From an optimization exercise on the open Yosys and OpenROAD flow, aimed at small area and few clock cycles; shortcuts taken in it are not production practice.
Function not checked in this run: the RTL went through the layout flow alone.

==> design/flow/design.v <==
package spq_pkg;
   localparam int NOTE_W    = 7;
   localparam int PATTERN_W = 36;
   localparam int COUNT_W   = 4;
   localparam int CSR_IDX_W = 2;
   localparam int CSR_W     = PATTERN_W;
   localparam int STEPS     = 12;
   localparam logic [NOTE_W-1:0]  LOWEST_RESET  = 7'd24;
   localparam logic [COUNT_W-1:0] COUNT_RESET   = 4'd7;
   localparam logic [2*STEPS-1:0] STEPS_RESET   = 24'h000545;
   localparam logic [CSR_IDX_W-1:0] CSR_BASE_NOTE    = 2'd0;
   localparam logic [CSR_IDX_W-1:0] CSR_STEP_COUNT   = 2'd1;
   localparam logic [CSR_IDX_W-1:0] CSR_STEP_PATTERN = 2'd2;
endpackage
import spq_pkg::*;
module spq_fifo
#(
   parameter int WIDTH = NOTE_W
) (
   input  logic             clock,
   input  logic             reset,
   input  logic             push,
   input  logic [WIDTH-1:0] push_data,
   input  logic             pop,
   output logic [WIDTH-1:0] pop_data,
   output logic             full,
   output logic             empty
);
   logic [WIDTH-1:0] slot0_ff, slot1_ff;
   logic             valid0_ff, valid1_ff;
   logic             do_push;
   logic             do_pop;
   assign do_push = push && !valid1_ff;
   assign do_pop  = pop && valid0_ff;
   always_ff @(posedge clock) begin
      if (reset) begin
         valid0_ff <= 1'b0;
         valid1_ff <= 1'b0;
      end else begin
         valid0_ff <= valid1_ff || do_push || (valid0_ff && !do_pop);
         valid1_ff <= (valid1_ff && !do_pop) || (do_push && valid0_ff && !do_pop);
      end
      if (do_pop && valid1_ff) begin
         slot0_ff <= slot1_ff;
      end else if (do_push && (!valid0_ff || do_pop)) begin
         slot0_ff <= push_data;
      end
      if (do_push) begin
         slot1_ff <= push_data;
      end
   end
   assign pop_data = slot0_ff;
   assign full     = valid1_ff;
   assign empty    = !valid0_ff;
endmodule
import spq_pkg::*;
module spq_note_lookup
(
   input  logic [NOTE_W-1:0]  key,
   input  logic [NOTE_W-1:0]  lowest,
   input  logic [COUNT_W-1:0] count,
   input  logic [2*STEPS-1:0] steps,
   input  logic [5:0]         period,
   output logic [NOTE_W-1:0]  note
);
   logic [NOTE_W-1:0] key_c;
   logic              below;
   logic [NOTE_W-1:0] above;
   logic [NOTE_W-1:0] rem;
   logic [5:0]        step_pos [STEPS];
   logic [STEPS-1:0]  past;
   logic [STEPS-1:0]  hit;
   logic [1:0]        pos_lo;
   logic [1:0]        step_m1;
   logic              octave;
   logic [3:0]        into;
   logic              up;
   logic [NOTE_W:0]   lower;
   logic [NOTE_W:0]   upper;
   assign key_c  = (key == 7'd127) ? 7'd126 : key;
   assign below  = (key_c <= lowest);
   assign above   = key_c - lowest;
   assign octave = (count == '0);
   always_comb begin
      rem = above;
      for (int i = NOTE_W - 1; i >= 0; i--) begin
         if (({7'b0, period} << i) <= {6'b0, rem}) begin
            rem = rem - NOTE_W'({1'b0, period} << i);
         end
      end
   end
   always_comb begin
      step_pos[0] = '0;
      for (int j = 1; j < STEPS; j++) begin
         step_pos[j] = step_pos[j-1] + {4'b0, steps[2*(j-1) +: 2]} + 6'd1;
      end
      past[0] = 1'b1;
      for (int j = 1; j < STEPS; j++) begin
         past[j] = !octave && (rem[5:0] >= step_pos[j]);
      end
      for (int j = 0; j < STEPS; j++) begin
         hit[j] = past[j] && ((j == STEPS - 1) || !past[(j + 1) % STEPS]);
      end
      pos_lo = '0;
      step_m1 = '0;
      for (int j = 0; j < STEPS; j++) begin
         pos_lo = pos_lo | (hit[j] ? step_pos[j][1:0] : 2'b0);
         step_m1 = step_m1 | (hit[j] ? steps[2*j +: 2] : 2'b0);
      end
   end
   always_comb begin
      if (octave) begin
         into = rem[3:0];
         up   = (rem[3:0] >= 4'd6);
      end else begin
         into = {2'b0, rem[1:0] - pos_lo};
         up   = ({into[1:0], 1'b0} > {1'b0, step_m1});
      end
      lower = {1'b0, key_c} - {4'b0, into};
      if (octave) begin
         upper = lower + 8'd12;
      end else begin
         upper = lower + {6'b0, step_m1} + 8'd1;
      end
      if (below) begin
         note = lowest;
      end else if (up && upper < 8'd127) begin
         note = upper[NOTE_W-1:0];
      end else begin
         note = lower[NOTE_W-1:0];
      end
   end
endmodule
import spq_pkg::*;
module spq_scale_builder
(
   input  logic                 clock,
   input  logic                 reset,
   input  logic                 csr_we,
   input  logic [CSR_IDX_W-1:0] csr_index,
   input  logic [CSR_W-1:0]     csr_wdata,
   output logic [NOTE_W-1:0]    lowest,
   output logic [COUNT_W-1:0]   count,
   output logic [2*STEPS-1:0]   steps,
   output logic [5:0]           period
);
   logic [NOTE_W-1:0]  base_w;
   logic [NOTE_W-1:0]  lowest_w;
   logic [COUNT_W-1:0] count_w;
   logic [2*STEPS-1:0] steps_w;
   logic [5:0]         period_w;
   always_comb begin
      base_w = csr_wdata[NOTE_W-1:0];
      if (base_w >= 7'd21) begin
         lowest_w = base_w;
      end else if (base_w >= 7'd9) begin
         lowest_w = base_w + 7'd12;
      end else begin
         lowest_w = base_w + 7'd24;
      end
      count_w = (csr_wdata[3:0] > 4'd12) ? 4'd12 : csr_wdata[3:0];
      for (int i = 0; i < STEPS; i++) begin
         unique case (csr_wdata[3*i +: 3])
            3'd2:    steps_w[2*i +: 2] = 2'd1;
            3'd3:    steps_w[2*i +: 2] = 2'd2;
            3'd4:    steps_w[2*i +: 2] = 2'd3;
            default: steps_w[2*i +: 2] = 2'd0;
         endcase
      end
   end
   always_ff @(posedge clock) begin
      if (reset) begin
         lowest <= LOWEST_RESET;
         count  <= COUNT_RESET;
         steps  <= STEPS_RESET;
      end else if (csr_we) begin
         unique case (csr_index)
            CSR_BASE_NOTE:    lowest <= lowest_w;
            CSR_STEP_COUNT:   count  <= count_w;
            CSR_STEP_PATTERN: steps  <= steps_w;
            default: ;
         endcase
      end
   end
   always_comb begin
      period_w = '0;
      for (int i = 0; i < STEPS; i++) begin
         if (COUNT_W'(i) < count) begin
            period_w = period_w + {4'b0, steps[2*i +: 2]} + 6'd1;
         end
      end
      if (count == '0) begin
         period_w = 6'd12;
      end
   end
   always_ff @(posedge clock) begin
      period <= period_w;
   end
endmodule
import spq_pkg::*;
module scale_pitch_quantizer_core
(
   input  logic                 clock,
   input  logic                 reset,
   input  logic                 req_push,
   output logic                 req_full,
   input  logic [NOTE_W-1:0]    req_key,
   output logic                 rsp_empty,
   input  logic                 rsp_pop,
   output logic [NOTE_W-1:0]    rsp_scale_note,
   input  logic                 csr_we,
   input  logic [CSR_IDX_W-1:0] csr_index,
   input  logic [CSR_W-1:0]     csr_wdata
);
   logic [NOTE_W-1:0]  lowest;
   logic [COUNT_W-1:0] count;
   logic [2*STEPS-1:0] steps;
   logic [5:0]         period;
   logic [NOTE_W-1:0]  head_key;
   spq_scale_builder u_builder (
      .clock     (clock),
      .reset     (reset),
      .csr_we    (csr_we),
      .csr_index (csr_index),
      .csr_wdata (csr_wdata),
      .lowest    (lowest),
      .count     (count),
      .steps     (steps),
      .period    (period)
   );
   spq_fifo #(
      .WIDTH (NOTE_W)
   ) u_req_queue (
      .clock     (clock),
      .reset     (reset),
      .push      (req_push),
      .push_data (req_key),
      .pop       (rsp_pop),
      .pop_data  (head_key),
      .full      (req_full),
      .empty     (rsp_empty)
   );
   spq_note_lookup u_lookup (
      .key    (head_key),
      .lowest (lowest),
      .count  (count),
      .steps  (steps),
      .period (period),
      .note   (rsp_scale_note)
   );
endmodule
==> design/flow/run.sh <==
#!/bin/bash
# synth_recipe.tcl (not shown) runs the flow's synth.tcl, then flattens the netlist and writes it again
# the make line also repeats each setting of config.mk as NAME=value (left out here)
make -C /OpenROAD-flow-scripts/flow DESIGN_CONFIG=/design/flow/config.mk WORK_HOME=/design/flow/orfs CLKGATE_MAP_FILE= SYNTH_SCRIPT=/design/flow/synth_recipe.tcl finish
==> design/flow/config.mk <==
export PLATFORM = sky130hd
export DESIGN_NAME = scale_pitch_quantizer_core
export DESIGN_NICKNAME = scale_pitch_quantizer_core
export VERILOG_FILES = /design/flow/design.v
export SDC_FILE = /design/flow/constraint.sdc
export NUM_CORES = 4
export LEC_CHECK = 0
export CAP_MARGIN = 20
export CORE_MARGIN = 2
export CORE_UTILIZATION = 40
export SLEW_MARGIN = 20
==> design/flow/constraint.sdc <==
create_clock -name core_clock -period 10.0 [get_ports {clock}]
set_input_delay 2.0000 -clock core_clock [delete_from_list [all_inputs] [get_ports {clock}]]
set_output_delay 2.0000 -clock core_clock [all_outputs]
set_load 0.01 [all_outputs]
==> impl_metrics.toml <==
[status]
status = "finished with violations"
so_faults = "negative setup slack"

[logic_synthesis]
synth_top_area_cell = "ha_1"
synth-seq-area-share_pct = 12.4
synth_ff_type = "dfxtp_1"
yosysWarnings = 4
synth-xor-area-share_pct = 9.00
synthDistinctLibCells = 97
syn-num-nets = 1535
synth_area_leaders = "ha_1 (18%), dfxtp_1 (8.3%), fa_1 (5.6%)"
synth_edf_count = 14
synth.mux.area_fraction_pct = 4.29
synth-adder-area-share_pct = 24.1
synthTopCellsByCount = "ha_1 (148), inv_1 (120), nor2_1 (99), a21oi_1 (98), nand2_1 (91)"
synth.cell_area_mm2 = 0.0103
synth-async-reset-ratio_pct = 0
ys_seq_elements = 57
synth_area_per_cell_um2 = 7.91
synth_compound_area_share_pct = 24.1
synth_top_family_by_area = "compound AO/OA/AOI/OAI gates"
synth_top_area_share_pct = 17.9
synthCells = 1308
yosysMostFrequentCell = "ha_1"
yosys.area_share.simple_pct = 20.0

[setup_path]
path_delay_family = "compound AO/OA/AOI/OAI gates"
cp-end-kind = "output port"
cp_common_cell = "buf_4"
slowest_stage = "or4_4"
worst-endpoint-required_ns = 8.00
cp_max_fo = 4
critical_path_class = "reg -> out"
start_kind = "flip-flop"
arrival_ns = 17.23
max_stage_delay_ns = 0.51
critPathBufInv = 40

[timing]
fin_crit_ns = 19.23
slew_headroom_pct = 39.9
worst_pin_slew_ns = 0.901
hold_viol_final = 0
rsz0062_at_grt = "true"
clock_skew_ns = 0.00668
finalSetupViolations = 7
max_freq_mhz = 52.0
slew_violations = 0
period_share_pct = 192
setup_ws_ns = -9.23

[run]
maxCapViolations = 0

[final_layout]
diodes = 0
nets = 2039
area_growth_pct = 56.7
fin_util_pct = 64.2
layout-drive-gt1-share_pct = 39.5

[die]
initial_core_util_pct = 41.0
core-area_mm2 = 0.0253
io_pins = 59
die_h_um = 165
dieArea_mm2 = 0.0272
fp.dieW_um = 165
rows = 58

[global_route]
grt_overflow = 0
grt_max_degree = 38
grt_pass1_vias = 11600
grtUsageTotal_pct = 26.2
grt_pass1_wl_um = 56800
antenna_found_initial = 0

[clock_network]
root_buffer = "clkbuf_16"
cts.hold.buffers_added = 0
cts_sinks = 57
cts_buffer_depth = 2
clk_pin_slew_ns = 0.06
h-tree-depth = 3
numCtsBuffers = 9
cts_tree = "built"
clock_insertion_delay_worst_skew_ns = 0.34

[placement]
dp_hpwl_um = 27800
gp_congestion = 0.899
portBuffers = 58

[routing]
drcViolationCount = 0
first_iter_violations = 741
drt_wl_total_um = 36900
wl_per_cell_um = 17.2
avgViaCountPerCell = 5.48
drt-pass1-iter-count = 6
antenna_left = 0
vias = 11800

[min_path]
hp-class = "reg -> reg"
sequential cells by signal, summed over array words and instances, names as in the netlist:
name                   flops
u_builder.steps           24
u_builder.lowest           7
u_req_queue.slot0_ff       7
u_req_queue.slot1_ff       7
u_builder.period           6
u_builder.count            4
u_req_queue.valid0_ff      1
u_req_queue.valid1_ff      1
worst min-delay path, delay by kind of cell, from the launching register on:
kind / cells / cell delay (ns)
DFF: 1 / 0.32
AOI/OAI and AO/OA: 2 / 0.11
logic make-up (layout without fill, tap and decap cells):
| logic type | count (synthesis) | in the layout |
|---|---|---|
| AO/OA/AOI/OAI | 359 | 359 |
| buffers and inverters | 165 | 674 |
| multiplexers | 41 | 41 |
| other | 1 | 1 |
| adder cells (fa/ha/maj) | 183 | 183 |
| AND/OR/NAND/NOR | 404 | 404 |
| flip-flops | 57 | 57 |
| XOR/XNOR | 98 | 98 |
final cells by class:
cell class / instances / area, um2
clock buffers: 9 / 225
clock inverters: 7 / 85.1
fillers: 2109 / 9050
inverters: 126 / 473
multi-input cells: 1086 / 9560
flip-flops and latches: 57 / 1280
well taps: 330 / 413
repair buffers: 532 / 4170
timing repair:
item | in CTS | in global routing
buffers inserted | 86 | 26
endpoints found under the setup margin | 8 | 9
pin swaps | 59 | 65
gates resized for setup | 91 | 77
metrics by stage:
step,hold slack (ns),cell area [um2],TNS [ns],cells,setup WS [ns]
6_report,0.463,16200,-64.16,2147,-9.23
5_1_grt,0.505,16200,-68.58,2147,-9.85
4_1_cts,0.469,15600,-60.16,2121,-8.64
3_5_place_dp,0.455,14400,-63.85,2020,-9.17
3_3_place_gp,0.451,14400,-61.01,2020,-8.75
2_1_floorplan,0.439,10900,-57.77,1308,-8.40
cell usage in the layout (no fill, tap or decap), types with 7 or more instances in the layout:
master             n
nor4_1            10
nand4_1            7
nand3b_1           9
clkbuf_16          9
a21oi_1           79
ha_4              16
a211oi_1          21
ha_1             128
nand2_1           83
a21oi_2           16
a21o_1            21
o21ai_0           36
fa_1              25
nor2_1            92
inv_2             15
mux2_4            10
xnor2_2            8
nor3_1            32
mux2_2            14
inv_1            110
nand2b_1          16
buf_6             17
o21ai_2           12
xor2_1            25
buf_4            459
dfxtp_1           42
mux2i_1           13
o21ai_1           10
clkdlybuf4s50_1   51
nor2b_1           27
xnor2_1           57
o21a_1             9
edfxtp_1          14
nor3b_1           10
a211o_1           11
and3_1             8
nand3_1           22
a31oi_1           17
layer usage:
| metal | share of wire, % | track usage, % | up-vias | wire, um |
|---|---|---|---|---|
| met4 | 3.3 | 8.97 | 0 | 1200 |
| li1 | - | - | 5775 | - |
| met2 | 48 | 45.6 | 342 | 17700 |
| met3 | 4.3 | 2.79 | 98 | 1590 |
| met1 | 44 | 33.8 | 5557 | 16400 |
| met5 | 0 | 0 | - | 0 |
worst paths after layout:
path | from | end | slack, ns | cells past startpoint
worst min register to register | u_builder.steps[6] | u_builder.steps[6] | 0.46 | 2
worst min-delay path | u_builder.steps[6] | u_builder.steps[6] | 0.46 | 2
worst max register to register | u_builder.count[3] | u_builder.period[5] | 0.20 | 32
worst max-delay path | u_req_queue.slot0_ff[1] | rsp_scale_note[4] | -9.23 | 103

[port drivers added, routing unchanged]
The flow's constraints put no driver on any port. The routed layout listed below was extracted and timed again, unchanged, in two steps.
Step 1 sets driving cells, clkbuf_16 on the clock port and buf_2 on the other inputs (assumed; they add their load-dependent delay and slew).
Step 2 adds t to the input delays and takes it off the output delays; t is the mean of the earliest and latest rising clock arrival at the registers after step 1. Input paths then give back, and output paths get back, about the clock's delay inside the block.
a / b / c = no drivers / after step 1 / after step 2; a / b = the first two.
shift t [ns]: 0.373
setup WS [ns]: -9.234 / -9.274 / -8.901
clock arrival spread, ns: 0.010 / 0.009
worst data-port slew with drivers (ns): 0.04
The setup slack of this run moves by -0.040 ns with the drivers and by +0.333 ns with both steps.
